Context: an optimization exercise on an open-source flow, tuned for small area. The choices shown serve that exercise and are no tape-out recipe. Function was checked by simulation only, so behaviour that the tests miss may differ from the original. No activity file was given, so power comes from the tool's default toggle rates.

## pmsm_top
module pmsm_top (
  input  logic                     sys_clk_i,
  input  logic                     reset_i,
  input  pmsm_pkg::phase_current_t current_set_i,   
  input  pmsm_pkg::pi_gain_t       gains_i,
  input  logic                     adc_a_sdata_i,   
  input  logic                     adc_a_ocd_n_i,
  output logic                     adc_a_sclk_o,
  output logic                     adc_a_cs_n_o,
  input  logic                     adc_b_sdata_i,   
  input  logic                     adc_b_ocd_n_i,
  output logic                     adc_b_sclk_o,
  output logic                     adc_b_cs_n_o,
  input  logic                     drv_nfault_i,    
  output logic                     drv_enable_o,
  output pmsm_pkg::gate_drive_t    gate_o,
  output logic                     brake_o,
  output logic                     fault_o,
  output pmsm_pkg::phase_duty_t    duty_o           
);
Size: roughly 910 cells after synthesis, about 150 flip-flops.
export LEC_CHECK = 0
export CAP_MARGIN = 20
export CORE_MARGIN = 2
export CORE_UTILIZATION = 70
export SLEW_MARGIN = 20
create_clock -name core_clock -period 14.0 [get_ports {sys_clk_i}]
standard.sh (not shown) runs the stock make flow with config.mk's settings and CLKGATE_MAP_FILE= SYNTH_SCRIPT=/design/flow/synth_recipe.tcl, a recipe that flattens the netlist after the stock synthesis.
==> flow/flow/run.sh <==
#!/bin/bash
# The standard layout (standard synthesis unchanged), with two changes:
#  - port buffers are sky130_fd_sc_hd__buf_1 instead of the resizer's pick;
#  - the clock tree uses small clock buffers and no dummy load cells.
# make's full output goes to flow_make.log; each step's own log stays under orfs/logs.
set -euo pipefail
export BUFFER_PORTS_ARGS="-buffer_cell sky130_fd_sc_hd__buf_1"
export CTS_ARGS="-sink_clustering_enable -repair_clock_nets -buf_list {sky130_fd_sc_hd__clkbuf_4 sky130_fd_sc_hd__clkbuf_8} -dont_use_dummy_load"
bash standard.sh > flow_make.log 2>&1
Rerun with:
--- a/flow/flow/run.sh
+++ b/flow/flow/run.sh
@@ -8 +8 @@
-export CTS_ARGS="-sink_clustering_enable -repair_clock_nets -buf_list {sky130_fd_sc_hd__clkbuf_4 sky130_fd_sc_hd__clkbuf_8} -dont_use_dummy_load"
+export CTS_ARGS="-sink_clustering_enable -repair_clock_nets -buf_list {sky130_fd_sc_hd__clkbuf_4} -dont_use_dummy_load"
Effect: Routed wire length barely changes. Cell count does not change. First-iteration DRC count falls by a little under a tenth. Design area came out lower slightly. Count of clock-buffer cells in the layout is unchanged. Global-route usage drops by 0.11 points.

========
Setup of the reference run:
pmsm_top again, from the RTL that the note above started with.
clock: 14.0 ns
lec_check: 0
cap_margin: 20
core_margin: 2
core_utilization: 70
slew_margin: 20
==> flow/flow/run.sh <==
#!/bin/bash
# The standard layout with three changes:
#  - synthesis is the standard one, but ABC maps for area (flow/abc_area.script
#    replaces the speed script in a copy of the ORFS scripts); registers are
#    mapped before ABC runs, so they are the standard synthesis's;
#  - port buffers are sky130_fd_sc_hd__buf_1;
#  - the clock tree uses small clock buffers and no dummy load cells.
# Each make run's full output goes to its own log here; each step's log stays under orfs/logs.
set -euo pipefail
here=$(pwd)
rm -rf "$here/scripts_area"
cp -r "$FLOW_HOME/scripts" "$here/scripts_area"
cp "$here/flow/abc_area.script" "$here/scripts_area/abc_speed.script"
SCRIPTS_DIR="$here/scripts_area" bash standard.sh synth > flow_synth.log 2>&1
export BUFFER_PORTS_ARGS="-buffer_cell sky130_fd_sc_hd__buf_1"
export CTS_ARGS="-sink_clustering_enable -repair_clock_nets -root_buf sky130_fd_sc_hd__clkbuf_8 -buf_list {sky130_fd_sc_hd__clkbuf_4} -dont_use_dummy_load"
bash standard.sh > flow_make.log 2>&1
==> flow/flow/abc_area.script <==
strash
&get -n
&deepsyn -T 30
&put
dch -f
amap
topo
The reference run went all the way through synthesis, placement and routing and the layout is clean on timing, DRC and antenna.
> inputs changed (the reference run -> the trial run)
Settings: an added CTS_CLUSTER_SIZE of 30; an added CTS_BUF_LIST of sky130_fd_sc_hd__clkbuf_8; an added CTS_CLUSTER_DIAMETER of 100.
==> flow/run.sh (new file) <==
#!/bin/bash
# synth_recipe.tcl (not shown) runs the flow's synth.tcl, then flattens the netlist and writes it again
# the make line also repeats each setting of config.mk as NAME=value (left out here)
make -C /OpenROAD-flow-scripts/flow DESIGN_CONFIG=/design/flow/config.mk WORK_HOME=/design/flow/orfs CLKGATE_MAP_FILE= SYNTH_SCRIPT=/design/flow/synth_recipe.tcl finish
removed: flow/flow/run.sh
removed: flow/flow/abc_area.script
removed: flow/standard.sh
==> results.txt <==
Summary: with the reference run as the reference, final cell count in the trial run moved up by more than 10%.
The lower post-layout instance area came out of the reference run.
Lower count of distinct cell types in the synthesized netlist goes to the reference run over the trial run.
In the trial run relative to the reference run, power after layout had gone up by more than 10%.
The trial run has switching part of the total below what the reference run had.
Going from the reference run to the trial run, setup slack went up by 0.66 ns; global-route wire length before repair went up by 12%; sequential cell count was more or less identical; highest attainable clock frequency went up by about 6%.
Hold slack sits higher in the trial run than in the reference run.
sky130_fd_sc_hd__mux2i_2 as the slowest stage cell on the critical path was reported by the trial run, and sky130_fd_sc_hd__nor2_1 by the reference run.

separate check: timing with driven ports:
Ports are ideal in the flow. The routed layouts listed here were re-timed in OpenROAD.
Step 1, drivers: a clkbuf_16 drives sys_clk_i and a buf_2 each remaining input, both assumed.
Step 2, shift: input delay + t, output delay - t, t = (earliest + latest rising clock arrival at the registers) / 2. This alone moves slack from input paths to output paths.
a / b / c = no drivers / after step 1 / after step 2; a / b = the first two.
run	t (ns)	setup slack, ns	worst setup path at the end	clock arrival spread, ns
the first run of note 1	0.478	3.497 / 3.512 / 3.034	input to register	0.017 / 0.018
the second run of note 1	0.582	3.573 / 3.585 / 3.003	input to register	0.037 / 0.038
the reference run	0.454	2.384 / 2.384 / 2.384	register to register	0.038 / 0.038
the trial run	0.502	3.043 / 3.056 / 2.555	input to register	0.012 / 0.013
After both steps setup and hold are still met in every run listed. For the second run of note 1, which loses most, drivers alone change the setup slack by +0.012 ns; drivers and shift together by -0.570 ns.
